What follows belongs to an exercise in optimizing a design on an open flow for small area; a production flow would make more cautious choices. Only simulation tests tie the RTL to the original design; equivalence was not proved. Power and IR drop assume default switching activity.

// decodeUnit
module decodeUnit (
	input	logic						clk,
	input	logic						arstN,
	input	logic						instValid,
	input	logic [32-1:0]		instr,
	input	logic						wbEn,
	input	logic [5-1:0]		wbAddr,
	input	logic [32-1:0]			wbData,
	output	logic						issueValid,
	output	logic [32-1:0]			operandA,
	output	logic [32-1:0]			operandB,
	output	logic [5-1:0]		writeAddr,
	output	logic						writeEn,
	output	logic [1:0]					exu,
	output	logic [3:0]					aluOp,
	output	logic [2:0]					fpuOp,
	output	logic						mduOp,
	output	logic [2:0]					branchOp,
	output	logic [5-1:0]		shiftAmt,
	output	logic [26-1:0]		offset,
	output	logic						memValid,
	output	logic						memWrite,
	output	logic						memToReg,
	output	logic						flagEn,
	output	logic						branchCmd,
	output	logic						jumpCmd,
	output	logic						callCmd,
	output	logic						retCmd,
	output	logic						loadCmd,
	output	logic						storeCmd,
	output	logic						aluCmd,
	output	logic						cacheFlush,
	output	logic						halt,
	output	logic						npuCfg,
	output	logic						npuEnq,
	output	logic						npuDeq
);
	logic [32-1:0]	instrQ;
	logic [5-1:0]	readAddr0;
	logic [5-1:0]	readAddr1;
	logic [5-1:0]	readAddr0Q;
	logic [5-1:0]	readAddr1Q;
	logic					decWriteEn;
	logic					decMemValid;
	logic					decMemWrite;
	logic					decFlagEn;
	logic					decBranchCmd;
	logic					decJumpCmd;
	logic					decCallCmd;
	logic					decRetCmd;
	logic					decLoadCmd;
	logic					decStoreCmd;
	logic					decAluCmd;
	logic					decCacheFlush;
	logic					decHalt;
	logic					decNpuCfg;
	logic					decNpuEnq;
	logic					decNpuDeq;
	readDecoder readDec (
		.instr		(instr),
		.readAddr0	(readAddr0),
		.readAddr1	(readAddr1)
	);
	issueRegister issue (
		.clk		(clk),
		.arstN		(arstN),
		.instValid	(instValid),
		.instr		(instr),
		.readAddr0	(readAddr0),
  ...
clock: 6.0 ns
lec_check: 0
cap_margin: 20
core_margin: 2
core_utilization: 50
cts_buf_list: sky130_fd_sc_hd__clkbuf_16
cts_cluster_diameter: 120
cts_cluster_size: 23
slew_margin: 20
synth_hierarchical: 1
synth_minimum_keep_size: 0
standard.sh (not shown) runs the stock make flow with config.mk's settings and CLKGATE_MAP_FILE= SYNTH_SCRIPT=/design/flow/synth_recipe.tcl, a recipe that flattens the netlist after the stock synthesis.
==> flow/flow/run.sh <==
#!/bin/bash
# Standard layout with smaller port buffers and no CTS dummy loads.
# ORFS logs stay under orfs/logs; make's own output goes to standard.log.
set -euo pipefail
export BUFFER_PORTS_ARGS="-buffer_cell sky130_fd_sc_hd__buf_1"
export CTS_ARGS="-sink_clustering_enable -repair_clock_nets -dont_use_dummy_load -buf_list sky130_fd_sc_hd__clkbuf_16 -sink_clustering_size 23 -sink_clustering_max_diameter 120"
bash standard.sh > standard.log 2>&1
Next try:
Settings changed: CAP_MARGIN 20 to 5, SLEW_MARGIN 20 to 5.
=> This time the run finished but fails on capacitance limit, slew limit. Fmax hardly moves. Setup slack improves by 0.010 ns. Final area fell by 2.4%. Clock skew does not change. Total power is about the same. Global-route usage hardly moves. Non-clock buffer count fell by 42.
Next try:
==> flow/flow/run.sh (replaced) <==
#!/bin/bash
# Standard layout with smaller port buffers, no CTS dummy loads, and area recovery
# on paths with positive slack after global routing. ORFS logs stay under orfs/logs.
set -euo pipefail
export BUFFER_PORTS_ARGS="-buffer_cell sky130_fd_sc_hd__buf_1"
export CTS_ARGS="-sink_clustering_enable -repair_clock_nets -dont_use_dummy_load -buf_list sky130_fd_sc_hd__clkbuf_16 -sink_clustering_size 20 -sink_clustering_max_diameter 100"
export RECOVER_POWER=100
bash standard.sh > standard.log 2>&1
Settings changed: CAP_MARGIN 5 to 20, CTS_CLUSTER_DIAMETER 120 to 100, CTS_CLUSTER_SIZE 23 to 20, SLEW_MARGIN 5 to 20.
The new run produced a layout that fails on capacitance limit, slew limit. Area after synthesis does not change. Worst setup slack degrades by 0.59 ns. Critical path depth does not change. Core utilization rises by 0.83 points. Combinational power stays flat. Design area climbs by about 1.5%. First-iteration DRC count rose by about 4.6%. Routed wire length came out higher by 0.49%. Clock skew stays the same. Sequential power hardly moves.
Next try:
==> flow/run.sh (new file) <==
#!/bin/bash
# synth_recipe.tcl (not shown) runs the flow's synth.tcl, then flattens the netlist and writes it again
# the make line also repeats each setting of config.mk as NAME=value (left out here)
make -C /OpenROAD-flow-scripts/flow DESIGN_CONFIG=/design/flow/config.mk WORK_HOME=/design/flow/orfs CLKGATE_MAP_FILE= SYNTH_SCRIPT=/design/flow/synth_recipe.tcl finish
removed: flow/flow/run.sh
removed: flow/standard.sh
What happened: Now the flow finished clean; sequential power is about the same; via count falls by 0.67%; clock power rises by about 1%; combinational power rises by 7.4%; utilization rises by 1.9 points.

==> what the ideal ports hide <==
No port has a modelled driver above. Below, the same layouts with a new extraction and two added sets of constraints. Step 1 assumes that a clkbuf_16 drives the clock port and a buf_2 every other input. Step 2 moves the port delays by t, midway between the first and last clock arrival at a register: inputs arrive t later, outputs are due t later. That takes back most of the time a late clock gives input paths. Three values: ideal, step 1, step 2; two values: the first two.
| run | t, ns | setup WS [ns] | clock arrival spread, ns |
|---|---|---|---|
| the first run | 0.718 | 0.740 / 0.669 / 1.387 | 0.055 / 0.056 |
| the second run | 0.722 | 0.750 / 0.676 / 1.398 | 0.055 / 0.055 |
| the third run | 0.739 | 0.162 / 0.090 / 0.177 | 0.056 / 0.056 |
| the fourth run | 0.749 | 0.435 / 0.357 / 1.106 | 0.032 / 0.032 |
